Source: an optimization exercise on an open RTL-to-GDS flow (aim: small area, a short achievable clock period and few clock cycles per item). Production flows keep margins and buffers that such runs may drop.
Function was checked by simulation only, so behaviour that the tests miss may differ from the original.
Power is estimated from default activity; no workload was simulated.

==> inputs of 07-07 <==
## mini_core_top
module mini_core_top (
  input  logic        clk,
  input  logic        rst_ni,
  output logic        instr_req_o,
  output logic [31:0] instr_addr_o,
  input  logic        instr_gnt_i,
  input  logic        instr_rvalid_i,
  input  logic [31:0] instr_rdata_i,
  output logic        retire_valid_o,
  output logic [31:0] retire_pc_o,
  output logic [31:0] retire_insn_o,
  output logic [4:0]  retire_rd_o,
  output logic [31:0] retire_wdata_o,
  output logic        retire_illegal_o
);
==> flow/config.mk <==
export PLATFORM = sky130hd
export DESIGN_NAME = mini_core_top
export DESIGN_NICKNAME = mini_core_top
export VERILOG_FILES = /design/flow/design.v
export SDC_FILE = /design/flow/constraint.sdc
export NUM_CORES = 4
export LEC_CHECK = 0
export CAP_MARGIN = 20
export CORE_MARGIN = 2
export CORE_UTILIZATION = 45
export CTS_CLUSTER_DIAMETER = 70
export CTS_CLUSTER_SIZE = 25
export PLACE_DENSITY = 0.6
export SLEW_MARGIN = 20
==> flow/constraint.sdc <==
create_clock -name core_clock -period 10.0 [get_ports {clk}]
set_input_delay 2.0000 -clock core_clock [delete_from_list [all_inputs] [get_ports {clk}]]
set_output_delay 2.0000 -clock core_clock [all_outputs]
set_load 0.01 [all_outputs]
standard.sh (not shown) runs the stock make flow with config.mk's settings and CLKGATE_MAP_FILE= SYNTH_SCRIPT=/design/flow/synth_recipe.tcl, a recipe that flattens the netlist after the stock synthesis.
==> flow/flow/run.sh <==
#!/bin/bash
set -o pipefail
bash standard.sh ADDER_MAP_FILE= SETUP_SLACK_MARGIN=6.0 finish > flow_make.log 2>&1
==> inputs of 11-20, as changes to 07-07 <==
--- a/flow/design.v
+++ b/flow/design.v
@@ -64,81 +64,82 @@
   input  logic        clk,
   input  logic        rst_ni,
   output logic        req_o,
   output logic [31:0] addr_o,
   input  logic        gnt_i,
   input  logic        rvalid_i,
   input  logic [31:0] rdata_i,
-  output logic        valid_o,
-  output logic [31:0] insn_o,
+  output logic        ir_valid_o,
+  output logic [31:0] ir_o,
   input  logic [31:0] pc_i,
   input  logic        redirect_i,
   input  logic [31:0] target_i
 );
   logic        req_q;
   logic [31:0] addr_q;
   logic        use_pc_q;        
   logic        stale_q;         
-  logic        fresh_q;         
   logic [2:0]  out_q;           
   logic [2:0]  disc_q;          
+  logic        ir_valid_q;
+  logic [31:0] ir_q;
   logic        granted;
   logic        pend;
   logic [2:0]  out_d;
   logic        accept;
+  logic        jal_in;
   logic        can_issue;
   assign req_o  = req_q;
   assign addr_o = addr_q;
   assign granted   = req_q & gnt_i;
   assign pend      = req_q & ~gnt_i;
   assign out_d     = out_q + {2'b0, granted} - {2'b0, rvalid_i};
   assign can_issue = (out_d < 3'(MaxOut));
   assign accept = rvalid_i && (disc_q == '0);
+  assign jal_in = accept && (rdata_i[6:0] == 7'b1101111);
   always_ff @(posedge clk or negedge rst_ni) begin
     if (!rst_ni) begin
       req_q      <= 1'b0;
       use_pc_q   <= 1'b1;
       stale_q    <= 1'b0;
-      fresh_q    <= 1'b0;
       out_q      <= '0;
       disc_q     <= '0;
+      ir_valid_q <= 1'b0;
     end else begin
       out_q      <= out_d;
-      if (redirect_i) begin
+      ir_valid_q <= accept;
+      if (jal_in) begin
         disc_q <= out_d;
       end else begin
         disc_q <= disc_q - {2'b0, rvalid_i && disc_q != '0} + {2'b0, granted && stale_q};
       end
       if (pend) begin
-        if (redirect_i) begin
-          stale_q  <= 1'b1;
-          use_pc_q <= 1'b1;
-        end
-      end else if (can_issue) begin
+        if (jal_in) stale_q <= 1'b1;
+        if (redirect_i) use_pc_q <= 1'b1;
+      end else if (can_issue && !jal_in) begin
         req_q    <= 1'b1;
         stale_q  <= 1'b0;
         use_pc_q <= 1'b0;
-        fresh_q  <= 1'b0;
       end else begin
         req_q   <= 1'b0;
         stale_q <= 1'b0;
-        fresh_q <= 1'b1;
         if (redirect_i) use_pc_q <= 1'b1;
       end
     end
   end
   always_ff @(posedge clk) begin
-    if (!pend) begin
-      addr_q <= redirect_i ? target_i :
-                use_pc_q   ? pc_i     :
-                fresh_q    ? addr_q   : isa_pkg::inc4(addr_q);
+    if (!pend && can_issue && !jal_in) begin
+      addr_q <= redirect_i ? target_i : (use_pc_q ? pc_i : isa_pkg::inc4(addr_q));
+    end
+    if (accept) begin
+      ir_q <= rdata_i;
     end
   end
-  assign valid_o = accept;
-  assign insn_o  = rdata_i;
+  assign ir_valid_o = ir_valid_q;
+  assign ir_o       = ir_q;
 endmodule
 `timescale 1ns/1ps
 module exec_decoder (
   input  logic [31:0] insn_i,
   output logic        is_jal_o,    
   output logic        use_imm_o,   
   output logic        is_lui_o,    
@@ -198,27 +199,23 @@
   logic [1:0]  logic_op;
   logic [4:0]  rs1, rs2, rd;
   logic [31:0] imm_i, imm_u, imm_j;
   logic [31:0] pc_q;         
   logic [31:0] pc_inc;
   logic [31:0] target;
   logic [31:0] rf_q [32];
-  logic [31:1] written_q;    
-  logic [31:0] written;      
+  logic [31:0] written_q;    
   logic [31:0] rf_a, rf_b, rd_a, rd_b, a, b, sum, res;
   logic        we;
   logic        wb_we;
   logic        x_valid_q;
   logic [31:0] x_a_q, x_b_q;
   logic        x_fa_q, x_fb_q;    
-  logic        x_sub_q;           
-  logic        x_sum_q;           
-  logic        x_xor_q;
-  logic        x_or_q;
-  logic        x_and_q;
+  logic        x_sub_q;
+  logic [1:0]  x_lop_q;
   logic        x_pass_q;          
   logic        x_we_q;
   logic [4:0]  x_rd_q;
   logic        x_ill_q;
   logic [31:0] x_pc_q;
   logic [31:0] x_insn_q;
   logic        retire_valid_q;
@@ -252,52 +249,54 @@
       pc_q <= is_jal ? target : pc_inc;
     end
   end
   assign pc_o       = pc_q;
   assign redirect_o = valid_i && is_jal;
   assign target_o   = target;
   assign wb_we = retire_valid_q && (retire_rd_q != 5'd0);
-  assign written = {written_q, 1'b0};
-  assign rf_a  = written[rs1] ? rf_q[rs1] : 32'd0;
-  assign rf_b  = written[rs2] ? rf_q[rs2] : 32'd0;
+  assign rf_a  = written_q[rs1] ? rf_q[rs1] : 32'd0;
+  assign rf_b  = written_q[rs2] ? rf_q[rs2] : 32'd0;
   assign rd_a  = (wb_we && retire_rd_q == rs1) ? retire_wdata_q : rf_a;
   assign rd_b  = (wb_we && retire_rd_q == rs2) ? retire_wdata_q : rf_b;
   assign we = rd_we && (rd != 5'd0);
   always_ff @(posedge clk or negedge rst_ni) begin
     if (!rst_ni) begin
       x_valid_q <= 1'b0;
     end else begin
       x_valid_q <= valid_i;
     end
   end
   always_ff @(posedge clk) begin
-    x_a_q     <= rd_a;
-    x_b_q     <= !use_imm ? (is_sub ? ~rd_b : rd_b) : (is_jal ? pc_inc : (is_lui ? imm_u : imm_i));
-    x_fa_q    <= x_valid_q && x_we_q && (x_rd_q == rs1);
-    x_fb_q    <= x_valid_q && x_we_q && (x_rd_q == rs2) && !use_imm;
-    x_sub_q   <= is_sub;
-    x_sum_q   <= we && !is_lui && !is_jal && logic_op == 2'b00;
-    x_xor_q   <= we && !is_lui && !is_jal && logic_op == 2'b01;
-    x_or_q    <= we && !is_lui && !is_jal && logic_op == 2'b10;
-    x_and_q   <= we && !is_lui && !is_jal && logic_op == 2'b11;
-    x_pass_q  <= we && (is_lui || is_jal);
-    x_we_q    <= we;
-    x_rd_q    <= rd;
-    x_ill_q   <= illegal;
-    x_pc_q    <= pc_q;
-    x_insn_q  <= insn_i;
+    if (valid_i) begin
+      x_a_q     <= rd_a;
+      x_b_q     <= !use_imm ? rd_b : (is_jal ? pc_inc : (is_lui ? imm_u : imm_i));
+      x_fa_q    <= x_valid_q && x_we_q && (x_rd_q == rs1);
+      x_fb_q    <= x_valid_q && x_we_q && (x_rd_q == rs2) && !use_imm;
+      x_sub_q   <= is_sub;
+      x_lop_q   <= (is_lui || is_jal) ? 2'b00 : logic_op;
+      x_pass_q  <= is_lui || is_jal;
+      x_we_q    <= we;
+      x_rd_q    <= rd;
+      x_ill_q   <= illegal;
+      x_pc_q    <= pc_q;
+      x_insn_q  <= insn_i;
+    end
   end
   assign a   = x_fa_q ? retire_wdata_q : x_a_q;
-  assign b   = x_fb_q ? (x_sub_q ? ~retire_wdata_q : retire_wdata_q) : x_b_q;
-  assign sum = isa_pkg::add32(a, b, x_sub_q);
-  assign res = ({32{x_sum_q}}  & sum)   |
-               ({32{x_xor_q}}  & (a ^ b)) |
-               ({32{x_or_q}}   & (a | b)) |
-               ({32{x_and_q}}  & (a & b)) |
-               ({32{x_pass_q}} & b);
+  assign b   = x_fb_q ? retire_wdata_q : x_b_q;
+  assign sum = isa_pkg::add32(a, x_sub_q ? ~b : b, x_sub_q);
+  always_comb begin
+    case (x_lop_q)
+      2'b01:   res = a ^ b;
+      2'b10:   res = a | b;
+      2'b11:   res = a & b;
+      default: res = sum;
+    endcase
+    if (x_pass_q) res = b;
+  end
   assign rf_q[0] = 32'd0;
   for (genvar i = 1; i < 32; i++) begin : g_rf
     always_ff @(posedge clk) begin
       if (wb_we && retire_rd_q == 5'(i)) rf_q[i] <= retire_wdata_q;
     end
   end
   always_ff @(posedge clk or negedge rst_ni) begin
@@ -311,19 +310,21 @@
     if (!rst_ni) begin
       retire_valid_q <= 1'b0;
     end else begin
       retire_valid_q <= x_valid_q;
     end
   end
   always_ff @(posedge clk) begin
-    retire_pc_q      <= x_pc_q;
-    retire_insn_q    <= x_insn_q;
-    retire_rd_q      <= x_we_q ? x_rd_q : 5'd0;
-    retire_wdata_q   <= res;
-    retire_illegal_q <= x_ill_q;
+    if (x_valid_q) begin
+      retire_pc_q      <= x_pc_q;
+      retire_insn_q    <= x_insn_q;
+      retire_rd_q      <= x_we_q ? x_rd_q : 5'd0;
+      retire_wdata_q   <= x_we_q ? res : 32'd0;
+      retire_illegal_q <= x_ill_q;
+    end
   end
   assign retire_valid_o   = retire_valid_q;
   assign retire_pc_o      = retire_pc_q;
   assign retire_insn_o    = retire_insn_q;
   assign retire_rd_o      = retire_rd_q;
   assign retire_wdata_o   = retire_wdata_q;
   assign retire_illegal_o = retire_illegal_q;
@@ -342,40 +343,40 @@
   output logic        retire_valid_o,
   output logic [31:0] retire_pc_o,
   output logic [31:0] retire_insn_o,
   output logic [4:0]  retire_rd_o,
   output logic [31:0] retire_wdata_o,
   output logic        retire_illegal_o
 );
-  logic        valid;
-  logic [31:0] insn;
+  logic        ir_valid;
+  logic [31:0] ir;
   logic [31:0] pc;
   logic        redirect;
   logic [31:0] target;
   fetch_unit u_fetch (
     .clk        ( clk            ),
     .rst_ni     ( rst_ni         ),
     .req_o      ( instr_req_o    ),
     .addr_o     ( instr_addr_o   ),
     .gnt_i      ( instr_gnt_i    ),
     .rvalid_i   ( instr_rvalid_i ),
     .rdata_i    ( instr_rdata_i  ),
-    .valid_o    ( valid          ),
-    .insn_o     ( insn           ),
+    .ir_valid_o ( ir_valid       ),
+    .ir_o       ( ir             ),
     .pc_i       ( pc             ),
     .redirect_i ( redirect       ),
     .target_i   ( target         )
   );
   exec_stage #(
     .BootAddr ( BootAddr )
   ) u_exec (
     .clk              ( clk              ),
     .rst_ni           ( rst_ni           ),
-    .valid_i          ( valid            ),
-    .insn_i           ( insn             ),
+    .valid_i          ( ir_valid         ),
+    .insn_i           ( ir               ),
     .pc_o             ( pc               ),
     .redirect_o       ( redirect         ),
     .target_o         ( target           ),
     .retire_valid_o   ( retire_valid_o   ),
     .retire_pc_o      ( retire_pc_o      ),
     .retire_insn_o    ( retire_insn_o    ),
     .retire_rd_o      ( retire_rd_o      ),
==> flow/run.sh (new file) <==
#!/bin/bash
# synth_recipe.tcl (not shown) runs the flow's synth.tcl, then flattens the netlist and writes it again
# the make line also repeats each setting of config.mk as NAME=value (left out here)
make -C /OpenROAD-flow-scripts/flow DESIGN_CONFIG=/design/flow/config.mk WORK_HOME=/design/flow/orfs CLKGATE_MAP_FILE= SYNTH_SCRIPT=/design/flow/synth_recipe.tcl finish
- ABC_CLOCK_PERIOD_IN_PS: default -> 3000
- CTS_CLUSTER_DIAMETER: 70 -> default
- CTS_CLUSTER_SIZE: 25 -> default
- SETUP_SLACK_MARGIN: default -> 5
removed: flow/flow/run.sh
removed: flow/standard.sh
==> qor summary <==
Outcome: 11-20 timing/DRC/antenna clean; 07-07 timing/DRC/antenna clean
Met3 WL: 11-20 45,700 um; 07-07 53,500 um
Capture endpoint of the worst hold path: 11-20 u_core.u_exec.retire_insn_q[13]; 07-07 u_core.u_exec.retire_insn_q[21]
Signal buffers: 11-20 367; 07-07 560
Tcrit/Tclk final: 11-20 47.5%; 07-07 42.3%
Number of antenna violations at the first check in global routing: 11-20 16; 07-07 10
Non-clock inverters: 11-20 109; 07-07 28
Area growth syn-to-layout: 11-20 16.1%; 07-07 22.2%
Critical path launch point type: 11-20 flop; 07-07 input port
Worst IR drop on VDD: 11-20 0.000184 V; 07-07 0.000171 V
Design internal power: 11-20 11.2 mW; 07-07 8.85 mW
Gate power share: 11-20 18.6%; 07-07 12.1%
Effective utilization at floorplan: 11-20 45.4%; 07-07 45.3%
Worst setup skew after layout: 11-20 0.0460 ns; 07-07 0.0627 ns
Area of the die: 11-20 142,000 um2; 07-07 133,000 um2
Routed metal-1 wire length: 11-20 95,900 um; 07-07 95,000 um
EDFF count, synth: 11-20 1,291; 07-07 1,023
Met2 Use GR: 11-20 51.0%; 07-07 57.3%
Testbench counts of 07-07, summed over its fixed seeds: cycles 57,480, instrs 16,000.
Testbench counts of 11-20, summed over its fixed seeds: cycles 58,354, instrs 16,000.

==> what the ideal ports hide <==
No port has a modelled driver above. Below, the same layouts with a new extraction and two added sets of constraints. Step 1 sets driving cells, clkbuf_16 on the clock port and buf_2 on the other inputs (assumed; they add their load-dependent delay and slew). Step 2 also shifts input and output timing later by t, the mid clock arrival at the registers, as if the neighbouring blocks saw the same clock. a / b / c = ideal / step 1 / step 2; a / b = the first two.
| run | shift t [ns] | setup WS [ns] | latest minus earliest clock arrival (ns) | worst data-port slew with drivers (ns) |
|---|---|---|---|---|
| 07-07 | 0.828 | 5.771 / 5.806 / 4.978 | 0.065 / 0.065 | 0.06 |
| 11-20 | 0.877 | 5.254 / 5.237 / 5.024 | 0.066 / 0.067 | 0.06 |
After both steps setup and hold are still met in every run listed. The setup slack of 07-07, which loses most, moves by +0.035 ns with the drivers and by -0.793 ns with both steps.
